What follows belongs to an exercise in optimizing a design on an open flow for small area, a short achievable clock period and few clock cycles per item; a production flow would make more cautious choices. In this exercise RTL edits were held to simulation tests only and were not proved equivalent to the original.

==> flow/design.v, too long to show whole: its modules and the start of the top module <==
// module lda_wb_regs: 170 lines
// module class_accum: 757 lines
// module scatter_calc: 286 lines
// module lda_top: 82 lines
module lda_top (
  input  logic                         clk,
  input  logic                         arst_n,
  input  logic                         wb_cyc,
  input  logic                         wb_stb,
  input  logic                         wb_we,
  input  logic [lda_pkg::WB_ADR_W-1:0] wb_adr,
  input  logic [31:0]                  wb_dat_w,
  input  logic [3:0]                   wb_sel,     
  output logic [31:0]                  wb_dat_r,
  output logic                         wb_ack
);
  // ...
==> flow/run.sh <==
#!/bin/bash
# synth_recipe.tcl (not shown) runs the flow's synth.tcl, then flattens the netlist and writes it again
# the make line also repeats each setting of config.mk as NAME=value (left out here)
make -C /OpenROAD-flow-scripts/flow DESIGN_CONFIG=/design/flow/config.mk WORK_HOME=/design/flow/orfs CLKGATE_MAP_FILE= SYNTH_SCRIPT=/design/flow/synth_recipe.tcl finish
==> flow/config.mk <==
export PLATFORM = sky130hd
export DESIGN_NAME = lda_top
export DESIGN_NICKNAME = lda_top
export VERILOG_FILES = /design/flow/design.v
export SDC_FILE = /design/flow/constraint.sdc
export NUM_CORES = 4
export LEC_CHECK = 0
export CAP_MARGIN = 20
export CORE_MARGIN = 2
export CORE_UTILIZATION = 65
export CTS_CLUSTER_DIAMETER = 50
export CTS_CLUSTER_SIZE = 30
export SETUP_SLACK_MARGIN = 3.0
export SLEW_MARGIN = 20
==> flow/constraint.sdc <==
create_clock -name core_clock -period 6.5 [get_ports {clk}]
set_input_delay 1.3000 -clock core_clock [delete_from_list [all_inputs] [get_ports {clk}]]
set_output_delay 1.3000 -clock core_clock [all_outputs]
set_load 0.01 [all_outputs]
==> results.toml, run 1 <==
[outcome]
outcome = "complete, no violations"

[final_layout]
multi_input_combinational_cell_area_um2 = 16200
finalNetCount = 4100
finalNonFillerCells = 4807
clkbuf_count = 112
nonClkBufAreaFrac_pct = 4.92
seq_area_um2 = 29300
synthToLayoutAreaGrowth_pct = 20.7
total_of_fill_cells_in_the_finished_design = 3849
multi_input_gate_share_of_the_layout_cell_area_pct = 29.8
largest_register_ffs = 1024

[worst_setup_path]
capturing_element_type_of_the_critical_path = "output port"
arrival_ns = 2.98
cpMaxStageDelayCell = "a221oi_4"
worstSetupStartpointType = "input pin"
reg2reg_to = "scatter_calc_inst.pxy_r[23]"
setup.reg_to_reg.worst_slack_ns = 2.54

[die]
tapcell.inserted = 931
initial_utilization_pct = 65.5

[timing]
finalCriticalPeriod_ns = 4.28
setup_viol = 0

[synthesis]
yosys.area_share.adder_pct = 9.62
postSynth.topFlopCell = "dfxtp_1"
synth_top_family_by_area = "compound AO/OA/AOI/OAI gates"
yosys_warnings = 4
synth.ff_latch_count = 1383
number_of_enable_flip_flop_cells_after_synthesis = 108
summed_instance_area_of_the_synthesized_netlist_um2 = 45000
synth_seq_area_share_pct = 64.9
netlist.top_cell.by_area = "dfxtp_1"

[routing]
met3_wire_length_um = 7310
initialDrtViolationCount = 2787
top_signal_layer_used = "met5"

[clocking]
clk_pin_slew_ns = 0.10

[global_route]
grt.total_usage_pct = 32.8
global_route_track_usage_on_met1_pct = 41.8
Testbench counts, summed over its fixed seeds: cycles 3,840, items 80.
==> run 2: changes to the inputs <==
--- a/flow/config.mk
+++ b/flow/config.mk
@@ -5,10 +5,11 @@
 export SDC_FILE = /design/flow/constraint.sdc
 export NUM_CORES = 4
 export LEC_CHECK = 0
+export ABC_AREA = 1
 export CAP_MARGIN = 20
 export CORE_MARGIN = 2
 export CORE_UTILIZATION = 65
 export CTS_CLUSTER_DIAMETER = 50
 export CTS_CLUSTER_SIZE = 30
-export SETUP_SLACK_MARGIN = 3.0
+export SETUP_SLACK_MARGIN = 2.5
 export SLEW_MARGIN = 20
==> results.toml, run 2 <==
[outcome]
outcome = "complete, no violations"

[synthesis]
synthDistinctLibCells = 50
async_set_or_reset_register_ratio_after_synthesis_pct = 6.00
synth.ff_latch_count = 1383
yosys_warnings = 4
synth_fp_nets = 4468
post_synth.cell_area_avg_um2 = 10.9
synthMostInstantiatedCell = "dfxtp_1"
postSynth.topFlopCell = "dfxtp_1"
synth_seq_area_share_pct = 64.5
synthesis.instances = 4157
summed_instance_area_of_the_synthesized_netlist_um2 = 45200
netlist.top_cell.by_area = "dfxtp_1"
post_synth_most_frequent_cells = "dfxtp_1 (1,192), nand2_1 (710), inv_1 (555), o21ai_0 (171), nor2_1 (166)"
synth.top_cells.by_area = "dfxtp_1 (53%), edfxtp_1 (7.2%), fa_1 (6.0%)"
number_of_enable_flip_flop_cells_after_synthesis = 108
yosysTopAreaCellShare_pct = 52.7

[worst_hold_path]
min_path_type = "flip-flop to flip-flop"

[worst_setup_path]
worstSetupStartpointType = "input pin"
worst_ep_required_time_ns = 5.20
crit_path_max_fanout = 8
capturing_element_type_of_the_critical_path = "output port"
criticalPathCategory = "input pin to output port"
arrival_ns = 2.76

[placed_design]
place_area_um2 = 47000
port-buffer-count = 75
sum_of_net_half_perimeters_after_detailed_placement_um = 72500
pre_cts_slack_ns = 0.355
place.gp.congestion = 0.976
place.detailed.instances = 5101

[die]
dieHeight_um = 268
die_x_um = 268
num_rows = 96
die-area_um2 = 71700
core_um2 = 68700
initial_utilization_pct = 65.8
ioPinCount = 80

[clocking]
clock_sink_count = 1383
cts.root.buffer_cell = "clkbuf_16"
tritoncts = "built"
cts_buffers = 102
clk_pin_slew_ns = 0.09
htree_levels = 3
clk-insertion-delay-late_ns = 0.72
hold_buffers = 0
deepest_clock_path_buffer_count = 3

[timing]
max-slew-margin-rel_pct = 21.8
setup_tns_ns = 0
layout_worst_path_cycle_share_pct = 62.5
tightest_slew_ns = 1.17
fmax_mhz = 246
final.hold.worst_slack_ns = 0.303
setup_slack_ns = 2.44
final-max-slew-violation-count = 0
worst_clock_skew_ns = 0.0557
timing.final.hold_violations = 0
setup_viol = 0
finalCriticalPeriod_ns = 4.06
unrepaired_setup_endpoints_after_global_routing = "yes"

[routing]
detail_route.drc_violations = 0
via_count = 29000
detail_route.vias_per_cell = 5.42
route.detailed.wl_per_inst_um = 20.6
routed_wl_um = 111000
drt-pass1-iter-count = 8
ant_nets = 0
initialDrtViolationCount = 2654

[global_route]
grt_pass1_wl_um = 166000
first_global_vias = 28300
grt.total_usage_pct = 31.0
antenna_found_initial = 2
grt_max_degree = 67
gr-total-overflow = 0

[final_layout]
finalNetCount = 4652
largest-register = "lda_wb_regs_inst.g_ring.ring"
layout_commonest_cell = "dfxtp_1"
drive_gt1_share_pct = 11.9
reg_top3 = "lda_wb_regs_inst.g_ring.ring x1024, class_accum_inst.a_n x32, lda_wb_regs_inst.g_ring.tag x32"
final_area_um2 = 52400
total_of_fill_cells_in_the_finished_design = 4492
multi_input_combinational_cell_area_um2 = 14200
finalNonFillerCells = 5360
seq_area_um2 = 29200
synthToLayoutAreaGrowth_pct = 15.9
largest_register_ffs = 1024
layout_common_cells = "dfxtp_1 (1,178), nand2_1 (682), inv_1 (536), nor2_1 (154), o22ai_1 (146)"

[run]
cap_viol_max_count = 0
-- run 2: cell count changes after synthesis, sizes merged, moves of 53 or more --
cell / change
nand2: +517
inv: +232
o21ai: +99
o22ai: +99
xnor2: -78
nor2: +72
clkbuf: -69
a22oi: -68
a21oi: +53
xor2: +53
-- run 2: path summary, 6_finish.rpt --
path                                                      from                                  end  slack [ns]  depth (start not counted)
setup / recovery                                     wb_adr[4]                         wb_dat_r[18]        2.44                         13
hold / removal             lda_wb_regs_inst.g_ring[0].ring[84]  lda_wb_regs_inst.g_ring[0].ring[52]        0.30                          0
setup reg to reg                    scatter_calc_inst.b_one[1]          scatter_calc_inst.pyy_r[24]        2.65                         17
hold reg to reg            lda_wb_regs_inst.g_ring[0].ring[84]  lda_wb_regs_inst.g_ring[0].ring[52]        0.30                          0
max in group asynchronous                               arst_n               lda_wb_regs_inst.ph[1]        4.87                          2
min in group asynchronous                               arst_n               class_accum_inst.u[13]        0.67                          1
-- run 2: final cells by class --
type / count / share of cell area, %
antenna: 1 / 0.00477
clock buffer: 107 / 5.04
timing repair inverter: 3 / 0.0382
clock inverter: 84 / 2.44
timing repair buffer: 183 / 3.33
tap: 931 / 2.22
sequential: 1383 / 55.7
multi-input combinational: 2102 / 27.0
inverter: 566 / 4.20
-- run 2: timing repair --
| action | 4_1_cts | 5_1_grt |
|---|---|---|
| gates resized for setup | 333 | 128 |
| endpoints found under the setup margin | 83 | 81 |
| endpoints found under the hold margin | 0 | 0 |
| setup buffers | 27 | 32 |
| cloned | 5 | 3 |
| pin swaps | 32 | 31 |
-- run 2: cells by family after synthesis --
logic type               synth area share (%)
AND/OR/NAND/NOR                          9.44
flip-flops                               64.5
multiplexers                           0.0747
buffers and inverters                    5.89
XOR/XNOR                                 2.03
AO/OA/AOI/OAI                            8.49
adder cells (fa/ha/maj)                  9.56
-- run 2: critical path, stage by stage --
cell and delay (ns):
buf_12 0.12, inv_8 0.06, buf_6 0.11, nand2_4 0.06, inv_2 0.07, nand2_2 0.07
nor3_4 0.18, buf_6 0.20, buf_12 0.17, buf_12 0.11, o21ai_4 0.07, nand2_1 0.09
buf_2 0.13
-- run 2: routing by layer --
layer	vias to the layer above	global-route usage, %	share of wire [%]
li1	13700	-	-
met1	13900	42.0	42
met2	1121	50.2	47
met3	280	4.55	6.4
met4	0	13.6	5.0
met5	-	0	0
-- run 2: per-stage QoR --
stage	utilization [%]
global placement	68.4
global route	76.3
finish	76.3
detailed placement	68.4
CTS	75.4
floorplan	-
==> run 3: changes to the inputs <==
--- a/flow/config.mk
+++ b/flow/config.mk
@@ -5,7 +5,6 @@
 export SDC_FILE = /design/flow/constraint.sdc
 export NUM_CORES = 4
 export LEC_CHECK = 0
-export ABC_AREA = 1
 export CAP_MARGIN = 20
 export CORE_MARGIN = 2
 export CORE_UTILIZATION = 65
==> results.toml, run 3 <==
[clocking]
cts.root.buffer_cell = "clkbuf_16"
deepest_clock_path_buffer_count = 3
hold_buffers = 0
clk-insertion-delay-late_ns = 0.69
tritoncts = "built"
clock_sink_count = 1383
htree_levels = 3
cts_buffers = 96
clk_pin_slew_ns = 0.09

[routing]
top_signal_layer_used = "met5"
drt-pass1-iter-count = 9
via_count = 27800
routed_wl_um = 114000
routed-wl-met2_um = 55000
detail_route.drc_violations = 0
met3_wire_length_um = 8060
detail_route.vias_per_cell = 5.83
initialDrtViolationCount = 2700
met1_length_um = 46200
ant_nets = 0
route.detailed.wl_per_inst_um = 24.0

[placed_design]
port-buffer-count = 75
place.gp.congestion = 0.985
place.detailed.instances = 4468
sum_of_net_half_perimeters_after_detailed_placement_um = 70200

[final_layout]
layout_common_cells = "dfxtp_1 (1,157), inv_1 (330), nand2_1 (196), o21ai_0 (175), fa_1 (136)"
reg_top3 = "lda_wb_regs_inst.g_ring.ring x1024, class_accum_inst.a_n x32, lda_wb_regs_inst.g_ring.tag x32"
seq_area_um2 = 29300
multi_input_combinational_cell_area_um2 = 15400
synthToLayoutAreaGrowth_pct = 18.4
finalNetCount = 4065
largest-register = "lda_wb_regs_inst.g_ring.ring"
total_of_fill_cells_in_the_finished_design = 4038
layout_commonest_cell = "dfxtp_1"
largest_register_ffs = 1024
drive_gt1_share_pct = 17.7
finalNonFillerCells = 4769
antenna_cells = 0

[worst_setup_path]
worstRegToRegCells = 14
cpMaxStageDelayCell = "a221oi_4"
critical_path_cell_count = 8
capturing_element_type_of_the_critical_path = "output port"
start_point_of_the_critical_path = "wb_adr[3]"
arrival_ns = 2.91
family_of_cells_with_the_greatest_summed_delay_on_the_critical_path = "compound AO/OA/AOI/OAI gates"
crit_path_max_fanout = 8
worstSetupStartpointType = "input pin"
critical_path_buf_inv_count = 4
cp_cell_sequence = "buf_12 > nor3b_4 > buf_6 > buf_12 > a22o_4 > a221oi_4 > o22ai_2 > buf_2"
worst_path_most_repeated_cell = "buf_12"
criticalPathCategory = "input pin to output port"
critical_path.reg2reg.startpoint = "scatter_calc_inst.b_two[0]"
worst_ep_required_time_ns = 5.20
max_stage_delay_ns = 0.41

[synthesis]
number_of_enable_flip_flop_cells_after_synthesis = 108
synthesis.instances = 3567
async_set_or_reset_register_ratio_after_synthesis_pct = 6.00
yosysTopAreaCellShare_pct = 53.1
synth.top_cells.by_area = "dfxtp_1 (53%), edfxtp_1 (7.2%), fa_1 (6.1%)"
synth.ff_latch_count = 1383
summed_instance_area_of_the_synthesized_netlist_um2 = 45000
post_synth_most_frequent_cells = "dfxtp_1 (1,192), inv_1 (332), nand2_1 (200), o21ai_0 (198), fa_1 (136)"
yosys_warnings = 4
post_synth.cell_area_avg_um2 = 12.6
postSynth.topFlopCell = "dfxtp_1"
synth_fp_nets = 3878
synthDistinctLibCells = 80
synth_seq_area_share_pct = 64.9
netlist.top_cell.by_area = "dfxtp_1"
synthMostInstantiatedCell = "dfxtp_1"

[die]
dieHeight_um = 267
die_x_um = 267
num_rows = 96
core_um2 = 68600
die-area_um2 = 71300
initial_utilization_pct = 65.5
ioPinCount = 80

[global_route]
antenna_found_initial = 4
grt_max_degree = 85
gr-total-overflow = 0
first_global_vias = 28500
grt_pass1_wl_um = 171000
grt.total_usage_pct = 32.1

[timing]
setup_tns_ns = 0
finalCriticalPeriod_ns = 4.21
max-slew-margin-rel_pct = 33.0
timing.final.hold_violations = 0
layout_worst_path_cycle_share_pct = 64.8
worst_clock_skew_ns = 0.0426
setup_viol = 0
unrepaired_setup_endpoints_after_global_routing = "yes"
final-max-slew-violation-count = 0
tightest_slew_ns = 1.01
fmax_mhz = 237

[worst_hold_path]
whs_path_depth = 0
min-delay-start = "lda_wb_regs_inst.g_ring[2].ring[69]"
min_path_type = "flip-flop to flip-flop"

[outcome]
outcome = "complete, no violations"

[run]
cap_viol_max_count = 0
[run 3: cell families (layout without fill, tap and decap cells)]
logic type,after synthesis,in the layout,synth area share [%]
compound gates,686,686,10.4
xor+xnor,130,130,2.53
fa+ha+maj,264,264,9.62
buf+inv,484,754,4.12
flops,1383,1383,64.9
mux,79,79,2.73
simple gates,541,542,5.66
[run 3: stage by stage]
stage / setup WS [ns] / hold WS, ns / instance area, um^2 / utilization, %
2_1_floorplan: 2.51 / 0.310 / 45000 / -
3_3_place_gp: 0.668 / 0.309 / 46700 / 68.1
3_5_place_dp: 0.592 / 0.312 / 46700 / 68.1
4_1_cts: 2.28 / 0.290 / 52200 / 76.1
5_1_grt: 2.28 / 0.307 / 53200 / 77.6
6_report: 2.29 / 0.304 / 53200 / 77.6
[run 3: final timing paths]
path / to / slack [ns]
worst max-delay path: wb_dat_r[1] / 2.29
worst min-delay path: lda_wb_regs_inst.g_ring[2].ring[37] / 0.30
worst max register to register: scatter_calc_inst.pyy_r[24] / 2.52
worst min register to register: lda_wb_regs_inst.g_ring[2].ring[37] / 0.30
max in group asynchronous: class_accum_inst.v[5] / 5.10
min in group asynchronous: lda_wb_regs_inst.scan_cnt[3] / 0.41
[run 3: area by class of cell]
class                   instances  share of cell area [%]
clock buffers                 102                    4.67
clock inverters                80                    2.22
inverters                     333                    2.35
multi-input cells            1701                    28.9
flip-flops and latches       1383                    55.0
well taps                     931                    2.19
repair buffers                239                    4.69
[run 3: worst reg2reg max path, cell delays in order (launching register included)]
cell	delay, ns
dfxtp_4	0.39
buf_6	0.15
a22oi_2	0.21
xnor2_2	0.10
fa_1	0.54
inv_1	0.06
fa_1	0.52
inv_2	0.05
ha_4	0.30
nand4_1	0.19
nor3b_4	0.34
o31ai_4	0.14
a2111o_1	0.43
a211oi_4	0.27
buf_6	0.16
[run 3: routing by layer]
| metal | vias to the layer above | track usage (%) |
|---|---|---|
| met5 | - | 0 |
| met4 | 2 | 14.3 |
| met3 | 281 | 5.45 |
| met2 | 1085 | 52.9 |
| met1 | 13800 | 42.0 |
| li1 | 12600 | - |
[run 3: repair_timing]
item,CTS,global route
setup buffers,55,49
endpoints found under the setup margin,85,84
cloned,12,3
hold endpoints to repair,0,0
resized for setup,417,129
pin swaps,64,70

[what the ideal ports hide]
The results above use ideal ports. As a check the final layouts listed here were re-extracted and re-timed, cells and wires unchanged.
Step 1: set_driving_cell puts a clkbuf_16 on clk and a buf_2 on each other input, an assumption about the parent block.
Step 2 moves the port delays by t, midway between the first and last clock arrival at a register: inputs arrive t later, outputs are due t later. That takes back most of the time a late clock gives input paths.
a / b / c = ideal ports / drivers / drivers and shift; a / b = the first two.
run	t (ns)	slack for setup (ns)	hold slack, ns	latest minus earliest clock arrival (ns)	worst slew at a driven data input, ns
run 1	0.748	2.224 / 2.129 / 2.129	0.281 / 0.281 / 0.281	0.080 / 0.081	0.14
run 2	0.749	2.438 / 2.366 / 2.136	0.303 / 0.303 / 0.303	0.079 / 0.078	0.13
run 3	0.736	2.286 / 2.215 / 2.215	0.304 / 0.304 / 0.304	0.048 / 0.049	0.11
After both steps setup and hold are still met in every run listed. The setup slack of run 2, which loses most, moves by -0.072 ns with the drivers and by -0.302 ns with both steps.
